This is an optimization exercise on Yosys and OpenROAD, whose aim is small area, a short achievable clock period and few clock cycles per item, not a production implementation.
In this exercise RTL edits were held to simulation tests only and were not proved equivalent to the original.
Power and IR drop assume default switching activity.

==> flow/design.v <==
`timescale 1ns/1ps
package router_pkg;
  localparam int flit_w = 32;
  localparam int coord_w = 2;
  localparam int num_ports = 5;
  localparam int port_n = 0;
  localparam int port_e = 1;
  localparam int port_w = 2;
  localparam int port_s = 3;
  localparam int port_l = 4;
  typedef logic [flit_w-1:0] flit_t;
  typedef logic [num_ports-1:0] port_vec_t;
  localparam int num_stages = 2;
  localparam logic [num_stages*num_ports-1:0] stage_members = {
    5'b11101,    
    5'b00010     
  };
endpackage
`timescale 1ns/1ps
module router_fifo (
  input  logic [router_pkg::num_ports:0]                           sel,    
  input  logic [router_pkg::num_ports-1:0][router_pkg::flit_w-1:0] rx_data,
  input  router_pkg::flit_t                                        held,
  output router_pkg::flit_t                                        next
);
  always_comb begin
    next = {router_pkg::flit_w{sel[router_pkg::num_ports]}} & held;
    for (int i = 0; i < router_pkg::num_ports; i++) begin
      next = next | ({router_pkg::flit_w{sel[i]}} & rx_data[i]);
    end
  end
endmodule
`timescale 1ns/1ps
module route_compute #(
  parameter int cur_x = 0,
  parameter int cur_y = 0
) (
  input  router_pkg::flit_t     flit,
  output router_pkg::port_vec_t route
);
  logic [router_pkg::coord_w-1:0] dst_x;
  logic [router_pkg::coord_w-1:0] dst_y;
  logic [router_pkg::coord_w-1:0] here_x;
  logic [router_pkg::coord_w-1:0] here_y;
  assign dst_y = flit[29:28];
  assign dst_x = flit[27:26];
  assign here_x = router_pkg::coord_w'(cur_x);
  assign here_y = router_pkg::coord_w'(cur_y);
  always_comb begin
    route = '0;
    if (dst_x > here_x) begin
      route[router_pkg::port_e] = 1'b1;
    end else if (dst_x < here_x) begin
      route[router_pkg::port_w] = 1'b1;
    end else if (dst_y > here_y) begin
      route[router_pkg::port_s] = 1'b1;
    end else if (dst_y < here_y) begin
      route[router_pkg::port_n] = 1'b1;
    end else begin
      route[router_pkg::port_l] = 1'b1;
    end
  end
endmodule
`timescale 1ns/1ps
module input_port (
  input  logic                          take_now,   
  input  router_pkg::port_vec_t         take_on,    
  input  router_pkg::port_vec_t         tx_dcts,
  output logic                          rx_dcts
);
  assign rx_dcts = take_now | ((take_on & tx_dcts) != '0);
endmodule
`timescale 1ns/1ps
module output_arbiter #(
  parameter router_pkg::port_vec_t members = '1
) (
  input  logic                  clk,
  input  logic                  rst,
  input  logic [router_pkg::num_ports-1:0][router_pkg::flit_w-1:0] rx_data,
  input  router_pkg::port_vec_t rx_rts,
  input  logic [router_pkg::num_ports-1:0][router_pkg::num_ports-1:0] route,   
  input  router_pkg::port_vec_t in_pkt,     
  output router_pkg::port_vec_t owner,      
  output router_pkg::port_vec_t take_now,   
  output logic [router_pkg::num_ports-1:0][router_pkg::num_ports-1:0] take_on,   
  output router_pkg::flit_t     tx_data,    
  output router_pkg::port_vec_t tx_rts,     
  input  router_pkg::port_vec_t tx_dcts
);
  localparam int np = router_pkg::num_ports;
  router_pkg::port_vec_t own;        
  logic                  busy;
  logic                  first;      
  logic                  rts;        
  router_pkg::port_vec_t dest;       
  router_pkg::port_vec_t req;
  router_pkg::port_vec_t sel;
  router_pkg::port_vec_t head_route;
  router_pkg::flit_t     sel_flit;
  logic                  ready;
  logic                  load;
  logic                  free;
  logic                  tail;
  router_pkg::port_vec_t after;
  router_pkg::port_vec_t req_hi;
  router_pkg::port_vec_t pick;
  always_comb begin
    for (int i = 0; i < np; i++) begin
      req[i] = rx_rts[i] && !in_pkt[i] && ((route[i] & members) != '0);
    end
  end
  assign owner = busy ? own : '0;
  assign tx_rts = rts ? (dest & members) : '0;
  assign ready = !rts || ((dest & members & tx_dcts) != '0);
  assign take_now = rts ? '0 : owner;
  always_comb begin
    for (int i = 0; i < np; i++) begin
      take_on[i] = (owner[i] && rts) ? (dest & members) : '0;
    end
  end
  assign load = ((owner & rx_rts) != '0) && ready;
  assign sel = ready ? own : '0;
  router_fifo i_flit_mux (
    .sel     ({!ready, sel}),
    .rx_data (rx_data),
    .held    (tx_data),
    .next    (sel_flit)
  );
  always_comb begin
    tail = 1'b0;
    head_route = '0;
    for (int i = 0; i < np; i++) begin
      tail = tail | (own[i] & rx_data[i][31]);
      head_route = head_route | ({np{own[i]}} & route[i]);
    end
  end
  assign free = !busy || (load && tail);
  always_comb begin
    after[0] = 1'b0;
    for (int p = 1; p < np; p++) begin
      after[p] = after[p-1] | own[p-1];
    end
  end
  assign req_hi = req & after;
  always_comb begin : rotate
    logic seen_hi;
    logic seen;
    seen_hi = 1'b0;
    seen = 1'b0;
    for (int p = 0; p < np; p++) begin
      pick[p] = (req_hi[p] && !seen_hi) || (req[p] && !seen && req_hi == '0);
      seen_hi = seen_hi | req_hi[p];
      seen = seen | req[p];
    end
  end
  always_ff @(posedge clk) begin
    if (rst) begin
      busy  <= 1'b0;
      first <= 1'b0;
      own   <= router_pkg::port_vec_t'(1) << router_pkg::port_l;
    end else begin
      if (load) begin
        first <= 1'b0;
      end
      if (free) begin
        busy <= (req != '0);
        if (req != '0) begin
          own   <= pick;
          first <= 1'b1;
        end
      end
    end
  end
  always_ff @(posedge clk) begin
    if (load && first) begin
      dest <= head_route;
    end
  end
  always_ff @(posedge clk) begin
    tx_data <= sel_flit;
  end
  always_ff @(posedge clk) begin
    if (rst) begin
      rts <= 1'b0;
    end else if (ready) begin
      rts <= load;
    end
  end
endmodule
`timescale 1ns/1ps
module noc_router #(
  parameter int cur_x = 0,
  parameter int cur_y = 0
) (
  input  logic                            clk,
  input  logic                            rst,
  input  logic [router_pkg::num_ports-1:0][router_pkg::flit_w-1:0] rx_data,
  input  logic [router_pkg::num_ports-1:0] rx_rts,
  output logic [router_pkg::num_ports-1:0] rx_dcts,
  output logic [router_pkg::num_ports-1:0][router_pkg::flit_w-1:0] tx_data,
  output logic [router_pkg::num_ports-1:0] tx_rts,
  input  logic [router_pkg::num_ports-1:0] tx_dcts
);
  localparam int np = router_pkg::num_ports;
  localparam int ns = router_pkg::num_stages;
  logic [np-1:0][np-1:0] route;       
  logic [ns-1:0][np-1:0] st_take_now;   
  logic [ns-1:0][np-1:0][np-1:0] st_take_on;   
  logic [ns-1:0][np-1:0] st_owner;    
  logic [ns-1:0][np-1:0] st_rts;      
  logic [ns-1:0][router_pkg::flit_w-1:0] st_data;
  logic [np-1:0]         in_pkt;      
  logic [np-1:0]         take_now;    
  logic [np-1:0][np-1:0] take_on;     
  for (genvar i = 0; i < np; i++) begin : g_in
    route_compute #(
      .cur_x (cur_x),
      .cur_y (cur_y)
    ) i_route_compute (
      .flit  (rx_data[i]),
      .route (route[i])
    );
  end
  always_comb begin : link
    in_pkt  = '0;
    take_now = '0;
    take_on = '0;
    tx_rts  = '0;
    for (int s = 0; s < ns; s++) begin
      in_pkt  = in_pkt | st_owner[s];
      take_now = take_now | st_take_now[s];
      for (int i = 0; i < np; i++) begin
        take_on[i] = take_on[i] | st_take_on[s][i];
      end
      tx_rts  = tx_rts | st_rts[s];
    end
    for (int o = 0; o < np; o++) begin
      tx_data[o] = '0;
      for (int s = 0; s < ns; s++) begin
        if (router_pkg::stage_members[s*np + o]) begin
          tx_data[o] = st_data[s];
        end
      end
    end
  end
  for (genvar i = 0; i < np; i++) begin : g_dcts
    input_port i_input_port (
      .take_now (take_now[i]),
      .take_on  (take_on[i]),
      .tx_dcts  (tx_dcts),
      .rx_dcts  (rx_dcts[i])
    );
  end
  for (genvar s = 0; s < ns; s++) begin : g_stage
    output_arbiter #(
      .members (router_pkg::stage_members[s*np +: np])
    ) i_output_arbiter (
      .clk     (clk),
      .rst     (rst),
      .rx_data (rx_data),
      .rx_rts  (rx_rts),
      .route   (route),
      .in_pkt  (in_pkt),
      .take_now (st_take_now[s]),
      .take_on (st_take_on[s]),
      .owner   (st_owner[s]),
      .tx_data (st_data[s]),
      .tx_rts  (st_rts[s]),
      .tx_dcts (tx_dcts)
    );
  end
endmodule
`timescale 1ns/1ps
module router_top (
  input  logic         clk,
  input  logic         rst,
  input  logic [159:0] rx_data,
  input  logic [4:0]   rx_rts,
  output logic [4:0]   rx_dcts,
  output logic [159:0] tx_data,
  output logic [4:0]   tx_rts,
  input  logic [4:0]   tx_dcts
);
  noc_router #(
    .cur_x (1),
    .cur_y (1)
  ) i_noc_router (
    .clk     (clk),
    .rst     (rst),
    .rx_data (rx_data),
    .rx_rts  (rx_rts),
    .rx_dcts (rx_dcts),
    .tx_data (tx_data),
    .tx_rts  (tx_rts),
    .tx_dcts (tx_dcts)
  );
endmodule
Settings: LEC_CHECK=0, CAP_MARGIN=20, CORE_MARGIN=2, CORE_UTILIZATION=30, PLACE_DENSITY=0.4, SETUP_SLACK_MARGIN=2.6, SLEW_MARGIN=20, SYNTH_HIERARCHICAL=1; clock period 5.0 ns.
standard.sh (not shown) runs the stock make flow with config.mk's settings and CLKGATE_MAP_FILE= SYNTH_SCRIPT=/design/flow/synth_recipe.tcl, a recipe that flattens the netlist after the stock synthesis.
==> flow/flow/run.sh <==
#!/bin/bash
# The standard layout, with the smallest buffer on every port (buffer_ports
# would otherwise pick clkdlybuf4s50_1); repair_timing still resizes any port
# buffer on a path that needs it.
set -euo pipefail
export BUFFER_PORTS_ARGS="-buffer_cell sky130_fd_sc_hd__buf_1"
bash standard.sh > standard_flow.log 2>&1
Testbench counts at the start, summed over its fixed seeds: cycles 6,621, flits 10,803.
Then changed:
- SYNTH_HIERARCHICAL: 1 -> unset
What happened:
- clock power rises by roughly a tenth
- sequential share of layout area rises by 5.4 points
- routed wire length falls by about a fifth
- die area falls by about a fifth
- clock-buffer cell count falls by 1
- final cell count falls by about a fifth

========
Another version of the RTL of router_top (not shown whole).
Size in the first run: roughly 5700 µm² of cells after synthesis.
// router_top
module router_top (
  input  logic         clk,
  input  logic         rst,
  input  logic [159:0] rx_data,
  input  logic [4:0]   rx_rts,
  output logic [4:0]   rx_dcts,
  output logic [159:0] tx_data,
  output logic [4:0]   tx_rts,
  input  logic [4:0]   tx_dcts
);
  noc_router #(
    .cur_x (1),
    .cur_y (1)
  ) i_noc_router (
    .clk     (clk),
    .rst     (rst),
    .rx_data (rx_data),
    .rx_rts  (rx_rts),
    .rx_dcts (rx_dcts),
    .tx_data (tx_data),
    .tx_rts  (tx_rts),
    .tx_dcts (tx_dcts)
  );
endmodule
export LEC_CHECK = 0
export CAP_MARGIN = 20
export CORE_MARGIN = 2
export CORE_UTILIZATION = 30
export PLACE_DENSITY = 0.4
export SETUP_SLACK_MARGIN = 2.55
export SLEW_MARGIN = 20
export SYNTH_HIERARCHICAL = 1
create_clock -name core_clock -period 5.0 [get_ports {clk}]
==> flow/flow/run.sh <==
#!/bin/bash
# The standard layout, with two changes to how it is built:
# - the smallest buffer on every port (buffer_ports would otherwise pick
#   clkdlybuf4s50_1); repair_timing still resizes any port buffer on a path
#   that needs it;
# - clock tree synthesis with clkbuf_8 for the root and the tree, and no
#   dummy loads.
set -euo pipefail
export BUFFER_PORTS_ARGS="-buffer_cell sky130_fd_sc_hd__buf_1"
export CTS_ARGS="-sink_clustering_enable -repair_clock_nets -buf_list sky130_fd_sc_hd__clkbuf_8 -root_buf sky130_fd_sc_hd__clkbuf_8 -dont_use_dummy_load"
bash standard.sh > standard_flow.log 2>&1
Testbench counts at the start, summed over its fixed seeds: cycles 6,593, flits 10,803.
Next try:
==> flow/flow/run.sh (replaced) <==
#!/bin/bash
# The standard layout, with the smallest buffer on every port (buffer_ports
# would otherwise pick clkdlybuf4s50_1); repair_timing still resizes any port
# buffer on a path that needs it.
set -euo pipefail
export BUFFER_PORTS_ARGS="-buffer_cell sky130_fd_sc_hd__buf_1"
bash standard.sh > standard_flow.log 2>&1
--- a/flow/config.mk
+++ b/flow/config.mk
@@ -10,2 +10,5 @@
 export CORE_UTILIZATION = 30
+export CTS_BUF_LIST = sky130_fd_sc_hd__clkbuf_8
+export CTS_CLUSTER_DIAMETER = 100
+export CTS_CLUSTER_SIZE = 30
 export PLACE_DENSITY = 0.4
Result:
- synthesized area stays the same
- global-route usage is about the same
- critical path depth is unchanged
- synthesized cell count does not change
- final cell count came out higher by 1.4%
- register-to-register slack loses 0.10 ns
- routed wire length went up by 1.9%
- setup slack gets worse by 0.012 ns
- design area came out higher by 4.8%
- fmax fell by 0.47%
Next try:
==> flow/flow/run.sh (replaced) <==
#!/bin/bash
# The standard layout, with two changes to how it is built:
# - the smallest buffer on every port (buffer_ports would otherwise pick
#   clkdlybuf4s50_1); repair_timing still resizes any port buffer on a path
#   that needs it;
# - clock tree synthesis with clkbuf_8 for the root and the tree, and no
#   dummy loads.
set -euo pipefail
export BUFFER_PORTS_ARGS="-buffer_cell sky130_fd_sc_hd__buf_1"
export CTS_ARGS="-sink_clustering_enable -repair_clock_nets -buf_list sky130_fd_sc_hd__clkbuf_8 -root_buf sky130_fd_sc_hd__clkbuf_8 -dont_use_dummy_load"
bash standard.sh > standard_flow.log 2>&1
--- a/flow/config.mk
+++ b/flow/config.mk
@@ -9,8 +9,5 @@
 export CORE_MARGIN = 2
-export CORE_UTILIZATION = 30
-export CTS_BUF_LIST = sky130_fd_sc_hd__clkbuf_8
-export CTS_CLUSTER_DIAMETER = 100
-export CTS_CLUSTER_SIZE = 30
-export PLACE_DENSITY = 0.4
-export SETUP_SLACK_MARGIN = 2.55
+export CORE_UTILIZATION = 45
+export PLACE_DENSITY = 0.55
+export SETUP_SLACK_MARGIN = 2.35
 export SLEW_MARGIN = 20
Outcome: The new run finished clean; core utilization rises by 13 points; worst setup slack gets worse by 0.042 ns; total power fell by 13%; hold slack got worse by 0.0062 ns; routed wire length shrinks by 16%; non-clock buffer count fell by 20; area after synthesis does not change; final cell count fell by 8.3%; via count went down by 3.2%; clock-buffer cell count stays the same.
Next try:
--- a/flow/config.mk
+++ b/flow/config.mk
@@ -9,4 +9,4 @@
 export CORE_MARGIN = 2
-export CORE_UTILIZATION = 45
-export PLACE_DENSITY = 0.55
+export CORE_UTILIZATION = 30
+export PLACE_DENSITY = 0.4
 export SETUP_SLACK_MARGIN = 2.35
The new run finished with timing, DRC and antenna clean.
Sequential power hardly moves.
Global-route usage decreases by 6.4 points.
Worst setup slack gets better by 0.0041 ns.
Wire length increases by 15%.
Worst hold slack stays flat.
Non-clock buffer count fell by 1.
Synthesized cell count is unchanged.
Design area grows by 1.8%.

[static timing again, ports no longer ideal]
Ports are ideal in the flow. The routed layouts listed here were re-timed in OpenROAD. Step 1: set_driving_cell puts a clkbuf_16 on clk and a buf_2 on each other input, an assumption about the parent block. Step 2 also shifts input and output timing later by t, the mid clock arrival at the registers, as if the neighbouring blocks saw the same clock. Three values: ideal ports, drivers, drivers and shift; two values: the first two.
run | t (ns) | setup slack, ns | hold WS [ns] | worst register clock-pin slew, ns
the first run of note 1 | 0.397 | 2.373 / 2.353 / 2.008 | 0.483 / 0.483 / 0.483 | 0.08 / 0.08
the second run of note 1 | 0.390 | 1.921 / 1.899 / 1.899 | 0.459 / 0.459 / 0.459 | 0.07 / 0.07
the first run of note 2 | 0.408 | 2.443 / 2.398 / 2.228 | 0.472 / 0.472 / 0.472 | 0.10 / 0.10
the second run of note 2 | 0.421 | 2.431 / 2.386 / 2.185 | 0.476 / 0.476 / 0.476 | 0.10 / 0.10
the third run of note 2 | 0.388 | 2.389 / 2.369 / 2.048 | 0.470 / 0.470 / 0.470 | 0.09 / 0.09
the fourth run of note 2 | 0.416 | 2.394 / 2.370 / 2.148 | 0.473 / 0.473 / 0.473 | 0.10 / 0.10
After both steps setup and hold are still met in every run listed. For the first run of note 1, which loses most, drivers alone change the setup slack by -0.020 ns; drivers and shift together by -0.365 ns.
